Source: an optimization exercise on an open RTL-to-GDS flow (aim: small area, a short achievable clock period and few clock cycles). Production flows keep margins and buffers that such runs may drop. Function was checked by simulation only, so behaviour that the tests miss may differ from the original. Power is estimated from default activity; no workload was simulated.

--- flow/config.mk ---
export PLATFORM = sky130hd
export DESIGN_NAME = kitten_tile_top
export DESIGN_NICKNAME = kitten_tile_top
export VERILOG_FILES = /design/flow/design.v
export SDC_FILE = /design/flow/constraint.sdc
export NUM_CORES = 4
export LEC_CHECK = 0
export CAP_MARGIN = 20
export CORE_MARGIN = 2
export CORE_UTILIZATION = 40
export SLEW_MARGIN = 20
--- flow/constraint.sdc ---
create_clock -name core_clock -period 10.0 [get_ports {clk}]
set_input_delay 2.0000 -clock core_clock [delete_from_list [all_inputs] [get_ports {clk}]]
set_output_delay 2.0000 -clock core_clock [all_outputs]
set_load 0.01 [all_outputs]
--- flow/design.v ---
`timescale 1ns/1ps
module apb_load_decode (
    input  logic                           clk,
    input  logic                           rst_n,
    input  logic                           psel,
    input  logic                           penable,
    input  logic                           pwrite,
    input  logic [8-1:0] paddr,
    input  logic [32-1:0] pwdata,
    output logic                           pready,
    output logic [32-1:0] prdata,
    output logic                           pslverr,
    output logic [3-1:0]     wr_addr,
    output logic [$clog2(4)-1:0] wr_lane,
    output logic [16-1:0]        wr_data,
    output logic                           wr_en,
    input  logic                           rd_clear_busy
);
    localparam int LANE_BITS = $clog2(4);
    assign pready = ~rd_clear_busy;
    assign prdata  = '0;
    assign pslverr = 1'b0;
    assign wr_lane = paddr[LANE_BITS-1:0];
    assign wr_addr = paddr[LANE_BITS +: 3];
    assign wr_data = pwdata[16-1:0];
    assign wr_en = psel & penable & pwrite & pready;
endmodule
`timescale 1ns/1ps
module current_banks (
    input  logic                                  clk,
    input  logic                                  rst_n,
    input  logic                                  tick_done,
    input  logic [3-1:0]            wr_addr,
    input  logic [$clog2(4)-1:0]        wr_lane,
    input  logic [16-1:0]               wr_data,
    input  logic                                  wr_en,
    input  logic [3-1:0]            rd_addr,
    input  logic                                  rd_en,
    output logic [4*16-1:0]   rd_data,
    output logic                                  rd_data_valid,
    output logic                                  rd_clear_busy
);
    localparam logic [3-1:0] LAST_ADDR = 8 - 1;
    logic [8-1:0][4-1:0][16-1:0] bank_a;
    logic [8-1:0][4-1:0][16-1:0] bank_b;
    logic                       parity;
    logic                       clear_active;
    logic [3-1:0] clear_addr;
    assign rd_clear_busy = clear_active | tick_done;
    always_ff @(posedge clk or negedge rst_n) begin
        if (!rst_n) begin
            parity       <= 1'b0;
            clear_active <= 1'b0;
            clear_addr   <= '0;
        end else if (tick_done) begin
            parity       <= ~parity;
            clear_active <= 1'b1;
            clear_addr   <= '0;
        end else if (clear_active) begin
            clear_addr <= clear_addr + 1'b1;
            if (clear_addr == LAST_ADDR)
                clear_active <= 1'b0;
        end
    end
    always_ff @(posedge clk or negedge rst_n) begin
        if (!rst_n) begin
            bank_a <= '0;
            bank_b <= '0;
        end else begin
            if (clear_active) begin
                if (parity)
                    bank_a[clear_addr] <= '0;
                else
                    bank_b[clear_addr] <= '0;
            end
            if (wr_en) begin
                if (parity)
                    bank_b[wr_addr][wr_lane] <= wr_data;
                else
                    bank_a[wr_addr][wr_lane] <= wr_data;
            end
        end
    end
    always_ff @(posedge clk) begin
        if (rd_en)
            rd_data <= parity ? bank_b[rd_addr] : bank_a[rd_addr];
    end
    always_ff @(posedge clk or negedge rst_n) begin
        if (!rst_n)
            rd_data_valid <= 1'b0;
        else
            rd_data_valid <= rd_en;
    end
endmodule
`timescale 1ns/1ps
module tick_sequencer (
    input  logic                                clk,
    input  logic                                rst_n,
    input  logic                                tick_start,
    input  logic [3-1:0]          activity_hint,
    output logic                                tick_done,
    output logic                                early_exit_flag,
    output logic [3-1:0]          max_active_idx,
    output logic [3-1:0]          rd_addr,
    output logic                                rd_en,
    input  logic [4*16-1:0] rd_data,
    input  logic                                rd_data_valid,
    input  logic                                rd_clear_busy,
    output logic                                acc_clear,
    output logic                                acc_en,
    output logic                                update,
    output logic                                emit
);
    localparam logic [3-1:0] LAST_ADDR = 8 - 1;
    localparam logic [2:0] IDLE   = 3'd0;
    localparam logic [2:0] SCAN   = 3'd1;
    localparam logic [2:0] DRAIN  = 3'd2;
    localparam logic [2:0] UPDATE = 3'd3;
    localparam logic [2:0] EMIT   = 3'd4;
    localparam logic [2:0] DONE   = 3'd5;
    logic [2:0]                 state;
    logic [2:0]                 state_next;
    logic [3-1:0] scan_addr;
    logic [3-1:0] rd_addr_q;
    logic                       seen_any;
    logic                       word_hit;
    logic                       seen_now;
    logic                       exit_now;
    logic                       start;
    assign start    = (state == IDLE) && tick_start && !rd_clear_busy;
    assign word_hit = rd_data_valid && (|rd_data);
    assign seen_now = seen_any | word_hit;
    assign exit_now = (state == SCAN) && (scan_addr == activity_hint) && !seen_now;
    assign rd_addr = scan_addr;
    assign rd_en   = (state == SCAN) && !exit_now;
    assign acc_clear = start;
    assign acc_en    = (state == SCAN) || (state == DRAIN);
    assign update    = (state == UPDATE);
    assign emit      = (state == EMIT);
    always_comb begin
        state_next = state;
        case (state)
            IDLE:   if (start) state_next = SCAN;
            SCAN:   if (exit_now || scan_addr == LAST_ADDR) state_next = DRAIN;
            DRAIN:  state_next = UPDATE;
            UPDATE: state_next = EMIT;
            EMIT:   state_next = DONE;
            DONE:   state_next = IDLE;
            default: state_next = IDLE;
        endcase
    end
    always_ff @(posedge clk or negedge rst_n) begin
        if (!rst_n) begin
            state           <= IDLE;
            scan_addr       <= '0;
            seen_any        <= 1'b0;
            max_active_idx  <= '0;
            early_exit_flag <= 1'b0;
            tick_done       <= 1'b0;
        end else begin
            state     <= state_next;
            tick_done <= (state == DONE);
            if (start) begin
                scan_addr       <= '0;
                seen_any        <= 1'b0;
                max_active_idx  <= '0;
                early_exit_flag <= 1'b0;
            end else begin
                if (rd_en)
                    scan_addr <= scan_addr + 1'b1;
                if (word_hit) begin
                    seen_any       <= 1'b1;
                    max_active_idx <= rd_addr_q;
                end
                if (exit_now)
                    early_exit_flag <= 1'b1;
            end
        end
    end
    always_ff @(posedge clk) begin
        if (rd_en)
            rd_addr_q <= scan_addr;
    end
endmodule
`timescale 1ns/1ps
module lif_execute (
    input  logic                                clk,
    input  logic                                rst_n,
    input  logic [16-1:0]        thresh_base,
    input  logic [8-1:0]         thresh_scale,
    input  logic [4*16-1:0] rd_data,
    input  logic                                rd_data_valid,
    input  logic                                acc_clear,
    input  logic                                acc_en,
    input  logic                                update,
    output logic [4-1:0]              spikes
);
    localparam int V        = 16;
    localparam int PROD_W   = 16 + 8;
    localparam int THRESH_W = PROD_W - 7;
    logic [PROD_W-1:0]      thresh_prod;
    logic [THRESH_W-1:0]    thresh_eff;
    logic [4-1:0] spike_now;
    assign thresh_prod = thresh_base * thresh_scale;
    assign thresh_eff  = thresh_prod[PROD_W-1:7];
    for (genvar i = 0; i < 4; i++) begin : g_lane
        logic [V-1:0] acc_q;
        logic [V-1:0] mem_q;
        logic [V-1:0] mem_leak;
        logic [V:0]   acc_sum;
        logic [V:0]   mem_new;
        assign acc_sum = {1'b0, acc_q} + {1'b0, rd_data[i*V +: V]};
        assign mem_leak = mem_q - (mem_q >> 3);
        assign mem_new  = {1'b0, mem_leak} + {1'b0, acc_q};
        assign spike_now[i] = ({1'b0, mem_new} >= {1'b0, thresh_eff});
        always_ff @(posedge clk or negedge rst_n) begin
            if (!rst_n) begin
                acc_q <= '0;
                mem_q <= '0;
            end else begin
                if (acc_clear)
                    acc_q <= '0;
                else if (acc_en && rd_data_valid)
                    acc_q <= acc_sum[V] ? '1 : acc_sum[V-1:0];
                if (update)
                    mem_q <= spike_now[i] ? '0 : (mem_new[V] ? '1 : mem_new[V-1:0]);
            end
        end
    end
    always_ff @(posedge clk or negedge rst_n) begin
        if (!rst_n)
            spikes <= '0;
        else if (update)
            spikes <= spike_now;
    end
endmodule
`timescale 1ns/1ps
module axis_result (
    input  logic                                clk,
    input  logic                                rst_n,
    input  logic [4*8-1:0] layer_key,
    output logic [4-1:0]              spike_out,
    output logic                                spike_valid,
    output logic [4*8-1:0] axis_state_out,
    output logic                                axis_write_en,
    input  logic                                emit,
    input  logic [4-1:0]              spikes
);
    localparam int W = 8;
    localparam logic signed [W-1:0] SPIKE_LEVEL = (1 << (W - 1)) - 1;
    logic [4*W-1:0] bound;
    for (genvar i = 0; i < 4; i++) begin : g_bind
        logic signed [W-1:0]   key;
        logic signed [2*W-1:0] prod;
        assign key  = layer_key[i*W +: W];
        assign prod = key * SPIKE_LEVEL;
        assign bound[i*W +: W] = spikes[i] ? prod[W-1:0] : '0;
    end
    always_ff @(posedge clk or negedge rst_n) begin
        if (!rst_n) begin
            spike_out      <= '0;
            axis_state_out <= '0;
            spike_valid    <= 1'b0;
        end else begin
            spike_valid <= emit;
            if (emit) begin
                spike_out      <= spikes;
                axis_state_out <= bound;
            end
        end
    end
    assign axis_write_en = spike_valid;
endmodule
`timescale 1ns/1ps
module kitten_tile_top (
    input  logic                                clk,
    input  logic                                rst_n,
    input  logic                                psel,
    input  logic                                penable,
    input  logic                                pwrite,
    input  logic [8-1:0]      paddr,
    input  logic [32-1:0]      pwdata,
    output logic                                pready,
    output logic [32-1:0]      prdata,
    output logic                                pslverr,
    input  logic                                tick_start,
    output logic                                tick_done,
    input  logic [3-1:0]          activity_hint,
    input  logic [16-1:0]        thresh_base,
    input  logic [8-1:0]         thresh_scale,
    input  logic [4*8-1:0] layer_key,
    output logic [4-1:0]              spike_out,
    output logic                                spike_valid,
    output logic [4*8-1:0] axis_state_out,
    output logic                                axis_write_en,
    output logic [3-1:0]          max_active_idx,
    output logic                                early_exit_flag
);
    logic [3-1:0]          wr_addr;
    logic [$clog2(4)-1:0]      wr_lane;
    logic [16-1:0]             wr_data;
    logic                                wr_en;
    logic [3-1:0]          rd_addr;
    logic                                rd_en;
    logic [4*16-1:0] rd_data;
    logic                                rd_data_valid;
    logic                                rd_clear_busy;
    logic                                acc_clear;
    logic                                acc_en;
    logic                                update;
    logic                                emit;
    logic [4-1:0]              spikes;
    apb_load_decode u_decode (
        .clk, .rst_n, .psel, .penable, .pwrite, .paddr, .pwdata,
        .pready, .prdata, .pslverr,
        .wr_addr, .wr_lane, .wr_data, .wr_en,
        .rd_clear_busy
    );
    tick_sequencer u_seq (
        .clk, .rst_n, .tick_start, .activity_hint,
        .tick_done, .early_exit_flag, .max_active_idx,
        .rd_addr, .rd_en, .rd_data, .rd_data_valid, .rd_clear_busy,
        .acc_clear, .acc_en, .update, .emit
    );
    current_banks u_banks (
        .clk, .rst_n, .tick_done,
        .wr_addr, .wr_lane, .wr_data, .wr_en,
        .rd_addr, .rd_en, .rd_data, .rd_data_valid, .rd_clear_busy
    );
    lif_execute u_lif (
        .clk, .rst_n, .thresh_base, .thresh_scale,
        .rd_data, .rd_data_valid,
        .acc_clear, .acc_en, .update, .spikes
    );
    axis_result u_result (
        .clk, .rst_n, .layer_key,
        .spike_out, .spike_valid, .axis_state_out, .axis_write_en,
        .emit, .spikes
    );
endmodule
--- flow/run.sh ---
#!/bin/bash
# synth_recipe.tcl (not shown) runs the flow's synth.tcl, then flattens the netlist and writes it again
# the make line also repeats each setting of config.mk as NAME=value (left out here)
make -C /OpenROAD-flow-scripts/flow DESIGN_CONFIG=/design/flow/config.mk WORK_HOME=/design/flow/orfs CLKGATE_MAP_FILE= SYNTH_SCRIPT=/design/flow/synth_recipe.tcl finish
==> impl_metrics.prom <==
# TYPE chip_impl_metric gauge
chip_impl_metric{name="proportion_of_synthesized_chip_area_in_sequential_cells",unit=""} 0.4586
chip_impl_metric{name="drtAntennaViolNets",unit=""} 0
chip_impl_metric{name="drc_viols",unit=""} 0
chip_impl_info{name="class_of_the_tightest_hold_or_removal_check",value="flop to flop"} 1
chip_impl_info{name="tritoncts",value="built"} 1
chip_impl_metric{name="placementRows",unit=""} 154
chip_impl_info{name="end_kind",value="flop"} 1
chip_impl_metric{name="cts_resized",unit=""} 0
chip_impl_metric{name="cts_max_path_buffers",unit=""} 3
chip_impl_info{name="synth_top_flop_cell",value="dfrtp_1"} 1
chip_impl_metric{name="grt_antenna_before_repair",unit=""} 16
chip_impl_metric{name="synth_area",unit="um^2"} 70470
chip_impl_metric{name="clk_sink_count",unit=""} 1278
chip_impl_info{name="rsz0062_at_grt",value="false"} 1
chip_impl_metric{name="initial_utilization",unit=""} 0.4014
chip_impl_metric{name="drt-total-wl",unit="mm"} 228.8
chip_impl_metric{name="final.period_utilization",unit=""} 0.8924
chip_impl_metric{name="port-buffer-count",unit=""} 129
chip_impl_metric{name="critical_path_arrival",unit="ns"} 9.57
chip_impl_metric{name="first_global_vias",unit=""} 53560
chip_impl_metric{name="placed_cells_incl_taps",unit=""} 8728
chip_impl_metric{name="post-cts-setup-buffer-count",unit=""} 0
chip_impl_metric{name="holdBufCountCts",unit=""} 0
chip_impl_metric{name="detail_route.iter0.violations",unit=""} 5339
chip_impl_metric{name="drt_pre_antenna_iters",unit=""} 6
chip_impl_info{name="timing.critical_path.from_type",value="input port"} 1
chip_impl_metric{name="power_density",unit="nW/um^2"} 381.9
chip_impl_metric{name="post_synth.cell_area_avg",unit="um^2"} 10.78
chip_impl_info{name="critPathLaunch",value="thresh_base[4]"} 1
chip_impl_metric{name="ys_ff_latch",unit=""} 1278
chip_impl_info{name="run_status",value="complete, no violations"} 1
chip_impl_metric{name="timing.hold.ws",unit="ns"} 0.4645
chip_impl_metric{name="place.gp.congestion",unit=""} 0.9344
chip_impl_metric{name="grt.total_usage",unit=""} 0.2555
chip_impl_metric{name="detailroute.via_count",unit=""} 53690
chip_impl_metric{name="cap_viol_max_count",unit=""} 0
chip_impl_metric{name="grt_max_degree",unit=""} 159
chip_impl_info{name="crit_slowest_cell",value="clkdlybuf4s50_1"} 1
chip_impl_metric{name="count_of_final_hold_check_violations",unit=""} 0
chip_impl_metric{name="layout-drive-gt1-share",unit=""} 0.1193
chip_impl_info{name="synth_commonest_cells",value="1211 x dfrtp_1, 997 x nand2_1, 693 x o21ai_0, 439 x a22o_1, 382 x clkbuf_1"} 1
chip_impl_metric{name="finalWorstPathRequiredPeriod",unit="ns"} 8.924
chip_impl_metric{name="yosysWarningCount",unit=""} 4
chip_impl_metric{name="final_net_count",unit=""} 7122
chip_impl_metric{name="fp.dieH",unit="um"} 423.7
chip_impl_metric{name="synth.lib_cells_used.distinct",unit=""} 85
chip_impl_metric{name="fillers",unit=""} 16100
chip_impl_metric{name="leakage",unit="uW"} 0.03514
chip_impl_info{name="synth.most_common_cell",value="dfrtp_1"} 1
chip_impl_metric{name="clock_insertion_delay_worst_skew",unit="ns"} 0.80
chip_impl_metric{name="grt_remaining_overflow",unit=""} 0
chip_impl_info{name="cts_root_buffer",value="clkbuf_16"} 1
chip_impl_metric{name="max-slew-margin-rel",unit=""} 0.1506
chip_impl_metric{name="worst_ir_drop_vdd",unit="mV"} 0.2891
chip_impl_metric{name="estimated_wirelength_of_the_detail_placed_design",unit="mm"} 152.2
chip_impl_metric{name="finClkSkew",unit="ns"} 0.05938
chip_impl_metric{name="number_of_setup_violations_in_the_final_report",unit=""} 0
chip_impl_metric{name="synth_edf_count",unit=""} 67
chip_impl_metric{name="finalSetupTns",unit="ns"} 0
chip_impl_metric{name="register_area",unit="um^2"} 32330
chip_impl_info{name="hold_start",value="u_result.axis_state_out[4]"} 1
chip_impl_metric{name="synthDominantCellAreaShare",unit=""} 0.4301
chip_impl_metric{name="max_freq",unit="MHz"} 112.1
chip_impl_metric{name="maxSlewViolCount",unit=""} 0
chip_impl_metric{name="stdcell_count",unit=""} 8994
chip_impl_info{name="critical_path_class",value="input port to flop"} 1
chip_impl_info{name="timing.rr.start",value="u_lif.g_lane[2].mem_q[3]"} 1
chip_impl_metric{name="post_drt_wl_per_cell",unit="um"} 25.44
chip_impl_metric{name="dieArea",unit="um^2"} 179500
chip_impl_info{name="synth_top_cells_by_area",value="dfrtp_1 43%, mux4_2 10%, ha_1 6.0%, a22o_1 5.5%, nand2_1 5.3%"} 1
chip_impl_metric{name="htreeDepth",unit=""} 4
chip_impl_metric{name="asyncSetResetFlopFracSynth",unit=""} 0.9476
chip_impl_metric{name="die_width",unit="um"} 423.7
chip_impl_metric{name="critPathMaxFanout",unit=""} 17
chip_impl_metric{name="core_region_area",unit="um^2"} 175500
chip_impl_info{name="post_synth_top_area_cell",value="dfrtp_1"} 1
chip_impl_metric{name="wire_length_of_the_first_global_routing_pass",unit="mm"} 346.6
chip_impl_metric{name="io_pins",unit=""} 182
chip_impl_metric{name="clkTransAtPathRegs",unit="ns"} 0.06
chip_impl_metric{name="max_stage_delay",unit="ns"} 0.64
chip_impl_metric{name="multiInputGateArea",unit="um^2"} 35400
chip_impl_metric{name="required",unit="ns"} 10.64
chip_impl_metric{name="syn_inst",unit=""} 6537
chip_impl_metric{name="area_growth",unit="%"} 12.46
chip_impl_metric{name="tightestPinTransition",unit="ns"} 1.271
chip_impl_metric{name="detail_route.vias_per_cell",unit=""} 5.970
chip_impl_info{name="worst_path_most_repeated_cell",value="fa_1"} 1
chip_impl_metric{name="cts_inserted_buffers",unit=""} 143
==> cell type report <==
cell class	count	area share
Tap cell	2340	0.03695
Antenna cell	7	0.0002210
Sequential cell	1278	0.4080
Inverter	290	0.01374
Timing Repair Buffer	297	0.03412
Clock inverter	44	0.008257
Clock buffer	211	0.05205
Multi-Input combinational cell	4527	0.4467
==> cell usage in the layout, fill, tap and decap left out, types with 90 or more instances in the layout <==
cell type        instances
a21oi_1                262
a22o_1                 439
and2_1                 131
buf_4                  154
clkbuf_16              144
clkdlybuf4s50_1        128
dfrtp_1               1207
fa_1                   143
ha_1                   337
inv_1                  289
mux4_2                 320
nand2_1                996
nand3_1                 90
nor2_1                 212
nor3_1                  93
o21ai_0                693
xnor2_1                146
==> per-layer routing <==
layer  track usage  wire length, um  up-vias
li1              -                -    23340
met1        0.3403            92520    27400
met2        0.3839           101200     2457
met3       0.07186            22870      487
met4        0.1235            12190        4
met5             0               31        -
==> cell families (layout without fill, tap and decap cells) <==
family	Yosys count	after routing	share of synthesized area
buffers and inverters	764	842	0.04290
AO/OA/AOI/OAI	1734	1734	0.1601
flip-flops	1278	1278	0.4586
other	1	40	0.00005322
multiplexers	326	326	0.1031
adder cells (fa/ha/maj)	485	485	0.1012
XOR/XNOR	208	208	0.02585
AND/OR/NAND/NOR	1741	1741	0.1082
==> state kept, by name, summed over array words and instances (netlist names) <==
register / flops
u_seq.tick_done: 1
u_lif.g_lane.acc_q: 64
u_banks.parity: 1
u_result.spike_out: 4
u_banks.rd_data_valid: 1
u_banks.bank_a: 512
u_banks.bank_b: 512
u_seq.seen_any: 1
u_result.axis_state_out: 32
u_lif.spikes: 4
u_lif.g_lane.mem_q: 64
u_seq.early_exit_flag: 1
u_seq.scan_addr: 3
u_banks.clear_active: 1
u_seq.rd_addr_q: 3
u_seq.state: 3
u_banks.rd_data: 64
u_banks.clear_addr: 3
u_result.spike_valid: 1
u_seq.max_active_idx: 3
==> per-stage QoR <==
step / util / cell area, um^2 / power (uW) / worst slack [ns]
after floorplan: - / 70590 / 19520 / 1.270
after global placement: 0.4234 / 74330 / 24350 / 0.3228
after detailed placement: 0.4237 / 74370 / 24780 / 0.2530
after global routing: 0.4514 / 79230 / 32630 / 0.5566
after CTS: 0.4509 / 79150 / 30250 / 1.031
final: 0.4515 / 79250 / 30270 / 1.076
==> critical path, delay by kind of cell <==
kind	cells	cell delay [ns]
AOI/OAI and AO/OA	12	2.70
xor gates and xnor gates	1	0.21
adders and majority gates	8	3.34
buffers and inverters	4	0.80
and+or+nand+nor	3	0.51
==> power by group <==
group | switching [uW] | total, uW | internal (uW)
Clock | 2280 | 5360 | 3080
Sequential | 848 | 7010 | 6170
Combinational | 10600 | 17900 | 7280
==> worst paths after layout <==
path | cells after the start | to | slack (ns)
max | 28 | u_lif.g_lane[3].mem_q[1] | 1.08
min | 2 | u_result.axis_state_out[4] | 0.46
max reg2reg | 31 | u_lif.g_lane[2].mem_q[14] | 2.58
min reg2reg | 2 | u_result.axis_state_out[4] | 0.46
max in group asynchronous | 3 | u_banks.bank_a[382] | 6.61
min in group asynchronous | 1 | u_lif.g_lane[2].acc_q[12] | 1.17
Testbench counts, summed over its fixed seeds: cycles 85,239.

==> re-timing with driven ports <==
The flow's constraints put no driver on any port. The routed layout listed below was extracted and timed again, unchanged, in two steps.
Step 1 sets driving cells, clkbuf_16 on the clock port and buf_2 on the other inputs (assumed; they add their load-dependent delay and slew).
Step 2 adds t to the input delays and takes it off the output delays; t is the mean of the earliest and latest rising clock arrival at the registers after step 1. Input paths then give back, and output paths get back, about the clock's delay inside the block.
a / b / c = ideal / step 1 / step 2; a / b = the first two.
shift t [ns]: 0.850
setup WS [ns]: 1.076 / 1.135 / 0.285
worst setup path after step 2: input to register
cell pins on the clock port's net: 1
After both steps setup and hold are still met in this run. The setup slack of this run moves by +0.059 ns with the drivers and by -0.791 ns with both steps.
